What follows belongs to an exercise in optimizing a design on an open flow for small area, a short achievable clock period and few clock cycles per item; a production flow would make more cautious choices.
No activity file was given, so power comes from the tool's default toggle rates.

Design sequence_id_unwrapper, start of the top module:
module sequence_id_unwrapper (
  input  logic                          clk_i,
  input  logic                          rst_ni,
  input  logic                          cfg_valid_i,
  output logic                          cfg_ready_o,
  input  logic [sidu_pkg::ThrW-1:0]     gap_threshold_i,
  input  logic                          gen_load_i,
  input  logic [sidu_pkg::GenW-1:0]     gen_value_i,
  input  logic                          in_valid_i,
  output logic                          in_ready_o,
  input  logic [sidu_pkg::CidW-1:0]     compressed_id_i,
  output logic                          out_valid_o,
  input  logic                          out_ready_i,
  output logic                          accepted_o,
  output logic [sidu_pkg::IdW-1:0]      full_id_o
);
Size in the first run: ~210 flip-flops, about 150 I/O pins.
clock: 10.0 ns
lec_check: 0
cap_margin: 20
core_margin: 2
core_utilization: 40
setup_slack_margin: 5
slew_margin: 20
standard.sh (not shown) runs the stock make flow with config.mk's settings and CLKGATE_MAP_FILE= SYNTH_SCRIPT=/design/flow/synth_recipe.tcl, a recipe that flattens the netlist after the stock synthesis.
==> flow/flow/run.sh <==
#!/bin/bash
# Layout flow: the standard layout (standard.sh: the standard synthesis and ORFS steps,
# unchanged), with two make settings added:
#  - the buffer that placement puts on every input and output port is a plain buf_1 cell
#    instead of the resizer's default choice (a delay buffer);
set -euo pipefail
MARGIN=6
export BUFFER_PORTS_ARGS="-buffer_cell sky130_fd_sc_hd__buf_1"
bash standard.sh "BUFFER_PORTS_ARGS=$BUFFER_PORTS_ARGS" "SETUP_SLACK_MARGIN=$MARGIN" finish \
  > standard.log 2>&1
The starting point finished with timing, DRC and antenna clean.
Next try:
--- a/flow/flow/run.sh
+++ b/flow/flow/run.sh
@@ -5,5 +5,5 @@
 #    instead of the resizer's default choice (a delay buffer);
 set -euo pipefail
-MARGIN=6
+MARGIN=6.5
 export BUFFER_PORTS_ARGS="-buffer_cell sky130_fd_sc_hd__buf_1"
 bash standard.sh "BUFFER_PORTS_ARGS=$BUFFER_PORTS_ARGS" "SETUP_SLACK_MARGIN=$MARGIN" finish \
Effect: The changed run finished with timing, DRC and antenna clean; register-to-register slack gains 0.05 ns; wire length is higher by 15%; worst setup slack gains 0.055 ns; global-route usage is higher by 2.2 points; first-iteration DRC count is higher by 22%; cell count is higher by 3.7%; cell area is higher by 18%; via count is higher by 7.3%; non-clock buffer count is higher by 88; total power is higher by 4.2%; maximum frequency is higher by 1.4%.
Next try:
--- a/flow/flow/run.sh
+++ b/flow/flow/run.sh
@@ -5,5 +5,5 @@
 #    instead of the resizer's default choice (a delay buffer);
 set -euo pipefail
-MARGIN=6.5
+MARGIN=6
 export BUFFER_PORTS_ARGS="-buffer_cell sky130_fd_sc_hd__buf_1"
 bash standard.sh "BUFFER_PORTS_ARGS=$BUFFER_PORTS_ARGS" "SETUP_SLACK_MARGIN=$MARGIN" finish \
--- a/flow/config.mk
+++ b/flow/config.mk
@@ -11,2 +11,3 @@
 export SETUP_SLACK_MARGIN = 5
 export SLEW_MARGIN = 20
+export TNS_END_PERCENT = 10
What happened: The changed run completed with no timing, DRC or antenna violations; die area does not change; final cell count decreases by 4.5%; setup slack gets worse by 0.069 ns; via count falls by 7.1%; total power is about the same; design area fell by 17%; utilization is lower by 9.2 points; hold slack is worse by 0.016 ns; clock skew goes down by 0.0068 ns.
Function was not checked in any run of this note: the RTL went through the layout flow alone.


The RTL this note starts from:
==> flow/design.v <==
package sidu_pkg;
  localparam int unsigned IdW  = 64;
  localparam int unsigned CidW = 16;
  localparam int unsigned ThrW = 14;
  localparam int unsigned GenW = 48;
  localparam logic [CidW-1:0] IdSpan   = 16'hFFFF;
  localparam logic [ThrW-1:0] GapReset = 14'd1500;
endpackage
module sidu_step (
  input  logic [13:0] thr_i,
  input  logic [15:0] head_i,
  input  logic        hw_i,        
  input  logic [63:0] lid_i,
  input  logic [16:0] blo_i,
  input  logic        db_i,
  input  logic [16:0] r_i,
  input  logic [15:0] cid_i,
  output logic        ok_o,
  output logic        head_we_o,
  output logic        hw_o,        
  output logic [63:0] lid_o,
  output logic [16:0] blo_o,
  output logic        db_o,
  output logic [16:0] r_o
);
  logic [15:0] t16, twot;
  logic        wrap, adv, raise, gt, cv, cr, cb, bones, inc, dec;
  logic [16:0] v, v1, rp, blo_n;
  logic [17:0] rm, sv, sv0, sv1, sr;
  logic [46:0] hi, ones, zeros;
  always_comb begin
    t16  = {2'b00, thr_i};
    twot = {1'b0, thr_i, 1'b0};
    wrap = hw_i && (cid_i < twot);
    adv  = wrap && (cid_i > t16);
    hw_o = cid_i > ~t16;
    v1   = {1'b0, cid_i} + 17'h0FFFF;
    v    = wrap ? v1 : {1'b0, cid_i};
    rp   = r_i + {3'b000, thr_i};
    rm   = {1'b0, r_i} - {4'b0000, thr_i};
    ok_o = (v <= rp) && (rm[17] || (v >= rm[16:0]));
    sv0   = {1'b0, blo_i} + {2'b00, cid_i};
    sv1   = {1'b0, blo_i} + {2'b00, cid_i} + 18'h0FFFF;
    sv    = wrap ? sv1 : sv0;
    sr    = {1'b0, blo_i} + {1'b0, r_i};
    cv    = sv[17];
    cr    = sr[17];
    hi    = lid_i[63:17];
    bones = db_i ? (hi == '0) : (&hi);
    gt    = v > r_i;
    raise = gt ^ (bones & (cv ^ cr));
    ones[0]  = 1'b1;
    zeros[0] = 1'b1;
    for (int i = 1; i < 47; i++) begin
      ones[i]  = ones[i-1] & hi[i-1];
      zeros[i] = zeros[i-1] & ~hi[i-1];
    end
    inc   = cv & ~db_i;
    dec   = db_i & ~cv;
    lid_o = {hi ^ ({47{inc}} & ones) ^ ({47{dec}} & zeros), sv[16:0]};
    {cb, blo_n} = {1'b0, blo_i} + 18'h0FFFF;       
    blo_o       = adv ? blo_n : blo_i;
    db_o        = cv & ~(adv & cb);
    if (raise) r_o = adv ? {1'b0, cid_i} : v;
    else       r_o = adv ? r_i + 17'h10001 : r_i;      
    head_we_o   = adv || (cid_i > head_i);
  end
endmodule
module sidu_core (
  input  logic                          clk_i,
  input  logic                          rst_ni,
  input  logic                          step_i,
  output logic                          busy_o,
  input  logic [sidu_pkg::CidW-1:0]     cid_i,
  input  logic                          cfg_we_i,
  input  logic [sidu_pkg::ThrW-1:0]     cfg_data_i,
  input  logic                          ld_we_i,
  input  logic [sidu_pkg::GenW-1:0]     ld_gen_i,
  output logic                          acc_o,
  output logic [sidu_pkg::IdW-1:0]      id_o
);
  logic [13:0] thr_q;
  logic [15:0] head_q;
  logic        hw_q, hw_s;
  logic [63:0] lid_q, lid_s;
  logic [16:0] blo_q, blo_s;
  logic        db_q, db_s;
  logic [16:0] r_q, r_s;
  logic        acc_q, ok, head_we, cfix_q;
  logic        busy_q, zero_q, cy_q;
  logic [3:0]  cnt_q, fa, fb;
  logic [4:0]  fs;
  sidu_step u_step (
    .thr_i     (thr_q),
    .head_i    (head_q),
    .hw_i      (hw_q),
    .lid_i     (lid_q),
    .blo_i     (blo_q),
    .db_i      (db_q),
    .r_i       (r_q),
    .cid_i     (cid_i),
    .ok_o      (ok),
    .head_we_o (head_we),
    .hw_o      (hw_s),
    .lid_o     (lid_s),
    .blo_o     (blo_s),
    .db_o      (db_s),
    .r_o       (r_s)
  );
  always_comb begin
    fa = (zero_q || cnt_q < 4'd4)  ? 4'h0 : lid_q[3:0];
    fb = (zero_q || cnt_q >= 4'd12) ? 4'hF : ~lid_q[19:16];
    fs = {1'b0, fa} + {1'b0, fb} + {4'd0, cy_q};
  end
  always_ff @(posedge clk_i or negedge rst_ni) begin
    if (!rst_ni) begin
      thr_q  <= sidu_pkg::GapReset;
      head_q <= '0;
      hw_q   <= 1'b0;
      r_q    <= 17'd1;
      cfix_q <= 1'b0;
      busy_q <= 1'b1;
      zero_q <= 1'b1;
      cnt_q  <= '0;
      cy_q   <= 1'b0;
    end else begin
      cfix_q <= cfg_we_i;
      if (cfg_we_i) thr_q <= cfg_data_i;
      if (ld_we_i) begin
        head_q <= '0;
        hw_q   <= 1'b0;
        r_q    <= 17'd1;
        busy_q <= 1'b1;
        zero_q <= 1'b0;
        cnt_q  <= '0;
        cy_q   <= 1'b0;
      end else if (busy_q) begin
        cnt_q  <= cnt_q + 4'd1;
        cy_q   <= fs[4];
        busy_q <= (cnt_q != 4'd15);
      end else if (cfix_q) begin
        hw_q <= head_q > ~{2'b00, thr_q};
      end else if (step_i && ok) begin
        if (head_we) begin
          head_q <= cid_i;
          hw_q   <= hw_s;
        end
        r_q <= r_s;
      end
    end
  end
  always_ff @(posedge clk_i) begin
    if (ld_we_i) begin
      lid_q[63:16] <= ld_gen_i;
    end else if (busy_q) begin
      lid_q <= {fs[3:0], lid_q[63:4]};
      if (cnt_q == 4'd15) begin
        blo_q <= lid_q[20:4];
        db_q  <= 1'b0;
      end
    end else if (step_i && ok) begin
      lid_q <= lid_s;
      blo_q <= blo_s;
      db_q  <= db_s;
    end
    if (step_i) acc_q <= ok;
  end
  assign busy_o = busy_q;
  assign acc_o  = acc_q;
  assign id_o   = acc_q ? lid_q : '0;
endmodule
module sequence_id_unwrapper (
  input  logic                          clk_i,
  input  logic                          rst_ni,
  input  logic                          cfg_valid_i,
  output logic                          cfg_ready_o,
  input  logic [sidu_pkg::ThrW-1:0]     gap_threshold_i,
  input  logic                          gen_load_i,
  input  logic [sidu_pkg::GenW-1:0]     gen_value_i,
  input  logic                          in_valid_i,
  output logic                          in_ready_o,
  input  logic [sidu_pkg::CidW-1:0]     compressed_id_i,
  output logic                          out_valid_o,
  input  logic                          out_ready_i,
  output logic                          accepted_o,
  output logic [sidu_pkg::IdW-1:0]      full_id_o
);
  logic                      a_vld_q, b_free_q, out_vld_q;
  logic [sidu_pkg::CidW-1:0] a_cid_q, b_cid_q;
  logic                      step, a_free, take, busy;
  assign take        = in_valid_i && b_free_q;
  assign step        = a_vld_q && !busy && (!out_vld_q || out_ready_i);
  assign a_free      = !a_vld_q || step;
  assign in_ready_o  = b_free_q;
  assign cfg_ready_o = 1'b1;
  sidu_core u_core (
    .clk_i      (clk_i),
    .rst_ni     (rst_ni),
    .step_i     (step),
    .busy_o     (busy),
    .cid_i      (a_cid_q),
    .cfg_we_i   (cfg_valid_i),
    .cfg_data_i (gap_threshold_i),
    .ld_we_i    (gen_load_i),
    .ld_gen_i   (gen_value_i),
    .acc_o      (accepted_o),
    .id_o       (full_id_o)
  );
  always_ff @(posedge clk_i or negedge rst_ni) begin
    if (!rst_ni) begin
      a_vld_q   <= 1'b0;
      b_free_q  <= 1'b1;
      out_vld_q <= 1'b0;
    end else begin
      if (a_free) begin
        a_vld_q  <= !b_free_q || take;
        b_free_q <= 1'b1;
      end else if (take) begin
        b_free_q <= 1'b0;
      end
      if (step) begin
        out_vld_q <= 1'b1;
      end else if (out_ready_i) begin
        out_vld_q <= 1'b0;
      end
    end
  end
  always_ff @(posedge clk_i) begin
    if (a_free) a_cid_q <= b_free_q ? compressed_id_i : b_cid_q;
    if (!a_free && take) b_cid_q <= compressed_id_i;
  end
  assign out_valid_o = out_vld_q;
endmodule
export LEC_CHECK = 0
export CAP_MARGIN = 20
export CORE_MARGIN = 2
export CORE_UTILIZATION = 40
export SETUP_SLACK_MARGIN = 5
export SLEW_MARGIN = 20
create_clock -name core_clock -period 10.0 [get_ports {clk_i}]
run.sh (not shown) runs the stock make flow with config.mk's settings and CLKGATE_MAP_FILE= SYNTH_SCRIPT=/design/flow/synth_recipe.tcl, a recipe that flattens the netlist after the stock synthesis.
Stock flow here: none of the scripts above is used.
The baseline ran to the end with no violations.
Rerun with:
--- a/flow/config.mk
+++ b/flow/config.mk
@@ -11 +10,0 @@
-export SETUP_SLACK_MARGIN = 5
Outcome: The new run ran to the end with no violations. Final area decreases by 9.3%. Count of clock-buffer cells in the layout stays the same. Combinational power decreases by 6.8%.
No functional check of the RTL was part of any run of this note.

==> separate check: timing with driven ports <==
The flow's constraints put no driver on any port. The routed layouts listed below were extracted and timed again, unchanged, in two steps.
Step 1 (the two cells are an assumption about what drives the block):
set clk [get_ports {clk_i}]
set_driving_cell -lib_cell sky130_fd_sc_hd__clkbuf_16 $clk
set_driving_cell -lib_cell sky130_fd_sc_hd__buf_2 [delete_from_list [all_inputs] $clk]
Step 2 moves the port delays by t, midway between the first and last clock arrival at a register: inputs arrive t later, outputs are due t later. That takes back most of the time a late clock gives input paths.
Slacks: ideal ports / drivers / drivers and shift; pairs: ideal ports / drivers.
run | shift t [ns] | slack for setup (ns) | worst hold slack (ns) | clock arrival spread, ns
the first run of note 1 | 0.615 | 6.050 / 6.050 / 5.516 | 0.464 / 0.464 / 0.464 | 0.036 / 0.036
the second run of note 1 | 0.602 | 6.105 / 6.105 / 5.893 | 0.485 / 0.485 / 0.485 | 0.025 / 0.026
the third run of note 1 | 0.599 | 6.036 / 6.043 / 5.467 | 0.469 / 0.469 / 0.469 | 0.019 / 0.018
the first run of note 2 | 0.515 | 4.656 / 4.656 / 4.656 | 0.477 / 0.477 / 0.477 | 0.013 / 0.014
the second run of note 2 | 0.530 | 3.361 / 3.361 / 3.361 | 0.467 / 0.467 / 0.467 | 0.016 / 0.016
After both steps every run listed still meets setup and hold. The setup slack of the third run of note 1, which loses most, moves by +0.007 ns with the drivers and by -0.569 ns with both steps.
